Background: an optimization exercise with open tools, aiming at small area, a short achievable clock period and few clock cycles per item. Do not read the settings as production practice. Only simulation tests tie the RTL to the original design; equivalence was not proved. No activity file was given, so power comes from the tool's default toggle rates.

==> design.v <==
`default_nettype none
package battleship_pkg;
    localparam int BOARD_SIZE  = 10;
    localparam int COORD_W     = 4;
    localparam int NUM_SHIPS   = 5;
    localparam int SHIP_IDX_W  = 3;
    localparam int SHIP_LEN_W  = 3;
    localparam int FLEET_CELLS = 17;
    localparam int HITS_W      = 5;
    localparam logic [NUM_SHIPS*SHIP_LEN_W-1:0] SHIP_LENGTHS =
        {3'd2, 3'd3, 3'd3, 3'd4, 3'd5};
    typedef enum logic [1:0] {
        CELL_EMPTY = 2'b00,
        CELL_MISS  = 2'b01,
        CELL_HIT   = 2'b10,
        CELL_SHIP  = 2'b11
    } cell_t;
    typedef enum logic [3:0] {
        RES_PLACED,
        RES_OFF_BOARD,
        RES_OVERLAP,
        RES_WRONG_PLAYER,
        RES_MISS,
        RES_HIT,
        RES_REPEAT,
        RES_WIN,
        RES_GAME_OVER
    } result_t;
endpackage
`default_nettype wire
`timescale 1ns/100ps
`default_nettype none
module battleship (
    input  logic                                clk,
    input  logic                                reset,
    input  logic                                cmd_valid,
    output logic                                cmd_ready,
    input  logic                                player,
    input  logic                                direction,
    input  logic [battleship_pkg::COORD_W-1:0]  row,
    input  logic [battleship_pkg::COORD_W-1:0]  col,
    output logic                                result_valid,
    output battleship_pkg::result_t             result,
    output logic                                game_over,
    output logic                                winner
);
    localparam int N = battleship_pkg::BOARD_SIZE;
    logic           place_phase, expected, game_over_q, winner_q, rv_q;
    logic [3:0]     result_q;
    logic [2:0]     ship_idx;                
    logic [4:0]     hits0, hits1;            
    logic [N*N-1:0] shot0, shot1;            
    logic [3:0]     sr0 [0:4];               
    logic [3:0]     sc0 [0:4];
    logic           sd0 [0:4];
    logic [3:0]     sr1 [0:4];
    logic [3:0]     sc1 [0:4];
    logic           sd1 [0:4];
    function automatic logic [2:0] len_of(input int i);
        case (i)
            0: len_of = 3'd5;
            1: len_of = 3'd4;
            2: len_of = 3'd3;
            3: len_of = 3'd3;
            default: len_of = 3'd2;
        endcase
    endfunction
    logic act;
    assign act = place_phase ? expected : ~expected;
    logic [3:0] ar [0:4];        
    logic [3:0] ac [0:4];
    logic [4:0] ae_r [0:4];      
    logic [4:0] ae_c [0:4];
    always_comb
        for (int i = 0; i < 5; i++)
        begin
            ar[i]   = act ? sr1[i] : sr0[i];
            ac[i]   = act ? sc1[i] : sc0[i];
            ae_r[i] = {1'b0, ar[i]} + ((act ? sd1[i] : sd0[i]) ? 5'd0 : 5'(len_of(i) - 3'd1));
            ae_c[i] = {1'b0, ac[i]} + ((act ? sd1[i] : sd0[i]) ? 5'(len_of(i) - 3'd1) : 5'd0);
        end
    logic [2:0] cur_len;
    always_comb
    begin
        case (ship_idx)
            3'd0: cur_len = 3'd5;
            3'd1: cur_len = 3'd4;
            3'd2: cur_len = 3'd3;
            3'd3: cur_len = 3'd3;
            default: cur_len = 3'd2;
        endcase
    end
    logic       in_rng;
    logic [4:0] run_end, ne_r, ne_c;
    logic       fits;
    assign in_rng  = (row < 4'd10) && (col < 4'd10);
    assign run_end = (direction ? {1'b0, col} : {1'b0, row}) + {2'b0, cur_len};
    assign fits    = in_rng && (run_end <= 5'd10);
    assign ne_r    = {1'b0, row} + (direction ? 5'd0 : 5'({2'b0, cur_len} - 5'd1));
    assign ne_c    = {1'b0, col} + (direction ? 5'({2'b0, cur_len} - 5'd1) : 5'd0);
    logic overlap;
    always_comb
    begin
        overlap = 1'b0;
        for (int i = 0; i < 4; i++)
            if ((3'(i) < ship_idx) &&
                ({1'b0, row} <= ae_r[i]) && (ne_r >= {1'b0, ar[i]}) &&
                ({1'b0, col} <= ae_c[i]) && (ne_c >= {1'b0, ac[i]}))
                overlap = 1'b1;
    end
    logic is_ship, is_shot;
    logic [N*N-1:0] tshot;
    assign tshot = act ? shot1 : shot0;
    always_comb
    begin
        is_ship = 1'b0;
        for (int i = 0; i < 5; i++)
            if (({1'b0, row} >= {1'b0, ar[i]}) && ({1'b0, row} <= ae_r[i]) &&
                ({1'b0, col} >= {1'b0, ac[i]}) && ({1'b0, col} <= ae_c[i]))
                is_ship = 1'b1;
    end
    logic [6:0] cidx;
    assign cidx    = 7'(row) * 7'd10 + 7'(col);
    assign is_shot = tshot[cidx];
    logic [4:0] thits;
    assign thits = act ? hits1 : hits0;
    logic       accept;
    logic [3:0] res;
    logic       do_place, do_shot, do_hit, do_miss, do_win;
    assign accept = cmd_valid & ~reset;
    always_comb
    begin
        res      = battleship_pkg::RES_PLACED;
        do_place = 1'b0;
        do_shot  = 1'b0;
        do_hit   = 1'b0;
        do_miss  = 1'b0;
        do_win   = 1'b0;
        if (game_over_q)
            res = battleship_pkg::RES_GAME_OVER;
        else if (player != expected)
            res = battleship_pkg::RES_WRONG_PLAYER;
        else if (place_phase)
        begin
            if (!fits)
                res = battleship_pkg::RES_OFF_BOARD;
            else if (overlap)
                res = battleship_pkg::RES_OVERLAP;
            else
            begin
                res      = battleship_pkg::RES_PLACED;
                do_place = 1'b1;
            end
        end
        else
        begin
            if (!in_rng)
                res = battleship_pkg::RES_OFF_BOARD;
            else
            begin
                do_shot = 1'b1;
                if (is_shot)
                    res = battleship_pkg::RES_REPEAT;
                else if (!is_ship)
                begin
                    res     = battleship_pkg::RES_MISS;
                    do_miss = 1'b1;
                end
                else
                begin
                    do_hit = 1'b1;
                    if (thits == 5'd16)
                    begin
                        res    = battleship_pkg::RES_WIN;
                        do_win = 1'b1;
                    end
                    else
                        res = battleship_pkg::RES_HIT;
                end
            end
        end
    end
    always_ff @(posedge clk)
    begin
        if (reset)
        begin
            place_phase <= 1'b1;
            expected    <= 1'b0;
            game_over_q <= 1'b0;
            winner_q    <= 1'b0;
            rv_q        <= 1'b0;
            ship_idx    <= 3'd0;
            hits0       <= 5'd0;
            hits1       <= 5'd0;
            shot0       <= '0;
            shot1       <= '0;
        end
        else
        begin
            rv_q <= cmd_valid;
            if (accept)
            begin
                result_q <= res;
                if (do_place)
                begin
                    if (ship_idx == 3'd4)
                    begin
                        ship_idx <= 3'd0;
                        expected <= ~expected;
                        if (expected)
                            place_phase <= 1'b0;
                    end
                    else
                        ship_idx <= ship_idx + 3'd1;
                end
                if (do_shot)
                begin
                    if (act)
                        shot1[cidx] <= 1'b1;
                    else
                        shot0[cidx] <= 1'b1;
                end
                if (do_hit)
                begin
                    if (act)
                        hits1 <= hits1 + 5'd1;
                    else
                        hits0 <= hits0 + 5'd1;
                end
                if (do_miss)
                    expected <= ~expected;
                if (do_win)
                begin
                    game_over_q <= 1'b1;
                    winner_q    <= expected;
                end
            end
        end
    end
    always_ff @(posedge clk)
    begin
        if (accept && do_place)
        begin
            for (int i = 0; i < 5; i++)
                if (ship_idx == 3'(i))
                begin
                    if (expected)
                    begin
                        sr1[i] <= row;
                        sc1[i] <= col;
                        sd1[i] <= direction;
                    end
                    else
                    begin
                        sr0[i] <= row;
                        sc0[i] <= col;
                        sd0[i] <= direction;
                    end
                end
        end
    end
    assign cmd_ready    = 1'b1;
    assign result_valid = rv_q;
    assign result       = battleship_pkg::result_t'(result_q);
    assign game_over    = game_over_q;
    assign winner       = winner_q;
endmodule
`default_nettype wire
==> run.sh <==
#!/bin/bash
# synth_recipe.tcl (not shown) runs the flow's synth.tcl, then flattens the netlist and writes it again
# the make line also repeats each setting of config.mk as NAME=value (left out here)
make -C /OpenROAD-flow-scripts/flow DESIGN_CONFIG=/design/flow/config.mk WORK_HOME=/design/flow/orfs CLKGATE_MAP_FILE= SYNTH_SCRIPT=/design/flow/synth_recipe.tcl finish
==> config.mk <==
export PLATFORM = sky130hd
export DESIGN_NAME = battleship
export DESIGN_NICKNAME = battleship
export VERILOG_FILES = /design/flow/design.v
export SDC_FILE = /design/flow/constraint.sdc
export NUM_CORES = 4
export LEC_CHECK = 0
export CAP_MARGIN = 20
export CORE_MARGIN = 2
export CORE_UTILIZATION = 40
export SLEW_MARGIN = 20
==> constraint.sdc <==
create_clock -name core_clock -period 6.0 [get_ports {clk}]
set_input_delay 1.2000 -clock core_clock [delete_from_list [all_inputs] [get_ports {clk}]]
set_output_delay 1.2000 -clock core_clock [all_outputs]
set_load 0.01 [all_outputs]
==> summary.txt <==
==> state kept, by name, summed over array words and instances (netlist names), 3 cells and up <==
| register | cells |
|---|---|
| sr0 | 20 |
| hits1 | 5 |
| result_q | 4 |
| sd1 | 5 |
| sc0 | 20 |
| sr1 | 20 |
| sc1 | 20 |
| shot1 | 100 |
| shot0 | 100 |
| ship_idx | 3 |
| sd0 | 5 |
| hits0 | 5 |
==> through the flow <==
step | hold WS, ns | total power (W)
4_1_cts | 0.4655 | 0.004875
2_1_floorplan | 0.4286 | 0.002611
3_5_place_dp | 0.4515 | 0.002837
5_1_grt | 0.4827 | 0.005029
3_3_place_gp | 0.4409 | 0.002827
6_report | 0.4627 | 0.004842
==> cell type report <==
cell class	count	area [sq um]	share of cell area, %
multi-input combinational	1316	8655	46.83
sequential	312	7187	38.89
clock buffer	46	948.4	5.132
tap	532	665.6	3.602
timing repair buffer	78	641.9	3.473
inverter	69	259.0	1.401
clock inverter	12	123.9	0.6703
==> worst min path at each step <==
stage,start,to,cells past startpoint
after floorplan,shot0[25]$_SDFFE_PP0P_,shot0[25]$_SDFFE_PP0P_,2
final,shot1[36]$_SDFFE_PP0P_,shot1[36]$_SDFFE_PP0P_,2
after global placement,shot0[18]$_SDFFE_PP0P_,shot0[18]$_SDFFE_PP0P_,2
after detailed placement,shot1[36]$_SDFFE_PP0P_,shot1[36]$_SDFFE_PP0P_,2
after CTS,shot1[36]$_SDFFE_PP0P_,shot1[36]$_SDFFE_PP0P_,2
after global routing,shot1[6]$_SDFFE_PP0P_,shot1[6]$_SDFFE_PP0P_,2
==> tightest hold or removal path, stage by stage, from the launching register on <==
cell and delay (ns):
dfxtp_1 0.32, a21oi_1 0.04, nor2_1 0.07
==> Yosys cell counts, types with 17 or more instances <==
master	count
ha_1	149
a31oi_1	47
nand2_1	172
clkbuf_1	77
and3_1	30
a21oi_1	210
nand3_1	39
mux4_2	20
a21o_1	32
nand2b_1	22
mux2i_1	44
and2_1	21
nand4_1	17
dfxtp_1	218
edfxtp_1	94
nor2_1	268
nor3_1	23
o21ai_0	34
inv_1	69
nor2b_1	25
==> cell families after synthesis <==
family / synth area share, %
AO/OA/AOI/OAI: 15.56
XOR/XNOR: 1.798
AND/OR/NAND/NOR: 17.04
buffers and inverters: 4.150
other: 0.04554
multiplexers: 5.675
adder cells (fa/ha/maj): 12.15
flip-flops: 43.58
==> report_power, final <==
part	switching (W)	internal, W
clock network	0.000837	0.00120
registers	0.000000686	0.00217
logic	0.000436	0.000199
total	0.00127	0.00357
==> layer usage <==
layer	routed length (microns)	share of wire, %	track usage [%]
met2	21240	47	35.55
met5	0	0	0
met4	1722	3.8	8.177
met3	2424	5.3	2.683
met1	20050	44	27.68
==> flow_summary.toml <==
[status]
outcome = "finished clean"

[synthesis]
ys_ff_latch = 312
synth_top_area_share_pct = 26.46
ys_seq_area_share_pct = 43.58
yosys.area.top_type = "dfxtp_1"
ys_top_cells_by_area = "dfxtp_1 (26%), edfxtp_1 (17%), ha_1 (11%)"
synth_nets = 1969
ys_types = 66
ys_warn_count = 11
syn_area_sq_um = 16490
avgSynthCellArea_sq_um = 9.162
synthArstFlopShare_pct = 0
netlist_instances = 1800
ys_dominant_reg_cell = "dfxtp_1"
synth_edf_count = 94

[timing]
finalSetupViolations = 0
finalMaxSlewViolations = 0
relSlewSlack_pct = 32.91
tns_ns = 0
rsz0062_at_grt = "no"
tightest_slew_ns = 1.003
fmax_mhz = 187.3
fin_crit_sh_pct = 88.99
finalWorstSetupSlack_ns = 0.6605
fin_skew_ns = 0.01537
finalCriticalPeriod_ns = 5.340
hold_viol_final = 0

[cells_and_area]
fillCellCount = 3914
fin_nets = 1980
drive_gt1_share_pct = 7.965
n_antenna_cell = 0
final_util_pct = 45.36
final_common_cell = "nor2_1"
layout_common_cells = "nor2_1 (268), dfxtp_1 (218), a21oi_1 (210), nand2_1 (172), ha_1 (149)"
stdcell_count = 2365
syn_to_final_growth_pct = 12.06
stdcell_area_sq_um = 18480

[routing]
avgRoutedWirePerCell_microns = 19.21
ant_nets = 0
vias = 13454
first_iter_violations = 994
drc_errors = 0
wirelength_mm = 45.43
viasPerCell = 5.689
dr.pass1.iters = 6

[die]
dieHeight_microns = 207.1
ioPinCount = 21
start_util_pct = 40.48
die-width_microns = 207.1
rows = 74
dieArea_sq_um = 42870
core_area_sq_um = 40740

[setup_path]
startpoint = "ship_idx[1]$_SDFFE_PP0P_"
r2r-start = "ship_idx[1]$_SDFFE_PP0P_"
cp_common_cell = "ha_1"
cp.required_ns = 6.14
critPathCapture = "sd1[2]$_DFFE_PP_"
startpoint_type = "flip-flop"
slowest_delay_ns = 0.57
end_kind = "flip-flop"
crit_path_max_fanout = 9
rrSetupSlack_ns = 0.66
critPathTopFamily = "compound AO/OA/AOI/OAI gates"
arrival_ns = 5.48
critical_path_depth = 19
rr_endpoint = "sd1[2]$_DFFE_PP_"
cp.buffers_inverters = 2
path_class = "flip-flop to flip-flop"
cp_cell_sequence = "inv_1 -> ha_1 -> o21a_1 -> o21a_1 -> ha_1 -> nor2b_1 -> ha_1 -> a21o_1 -> a21oi_1 -> xnor2_1 -> ha_1 -> o21ai_0 -> a21oi_1 -> o31ai_1 -> nand4b_1 -> o31ai_1 -> nor3_1 -> buf_4 -> and3_1"
slowest_stage = "and3_1"
rr_worst_depth = 19

[global_routing]
grt_pass1_wl_mm = 73.21
grt_overflow = 0
grt_pass1_vias = 13371
grt_antenna_before_repair = 0
grt_max_degree = 129
globalRouteTotalUtil_pct = 21.13

[clocking]
postCtsResizedCells = 0
clk_pin_slew_ns = 0.06
post_cts_buffers = 0
cts-hold-fix-buffers = 0
cts-root-buf = "clkbuf_16"
cts_inserted_buffers = 34
clk_latency_ns = 0.53
cts.sinks = 312
clock_path_buffers = 3
htreeDepth = 2
cts_tree = "yes"

[placement]
dp.cells = 2307
dp_hpwl_mm = 30.81
gp_congestion = 0.8801
postPlaceCellArea_sq_um = 17400
numPortBuffers = 19
pre_cts_ws_ns = 0.3361

[pwr]
cellPowerDensity_nw_per_um2 = 262.0
vdd_drop_max_v = 0.0002004
p_leak_nw = 7.411

[worst_hold_path]
hp-class = "flip-flop to flip-flop"

[flow_run]
max-cap-violations = 0
Testbench counts, summed over its fixed seeds: cycles 2,309, commands 2,269.

what the ideal ports hide:
How much do the figures lean on ideal ports? The routed layout below was timed once more, with nothing changed but the port constraints. Step 1 sets driving cells, clkbuf_16 on the clock port and buf_2 on the other inputs (assumed; they add their load-dependent delay and slew). Step 2 also shifts input and output timing later by t, the mid clock arrival at the registers, as if the neighbouring blocks saw the same clock. Slacks: ideal / step 1 / step 2; pairs: ideal / step 1.
t, ns: 0.570
setup slack, ns: 0.660 / 0.660 / 0.222
worst data-port slew with drivers (ns): 0.05
After both steps setup and hold are still met in this run. The setup slack of this run moves by 0.000 ns with the drivers and by -0.438 ns with both steps.
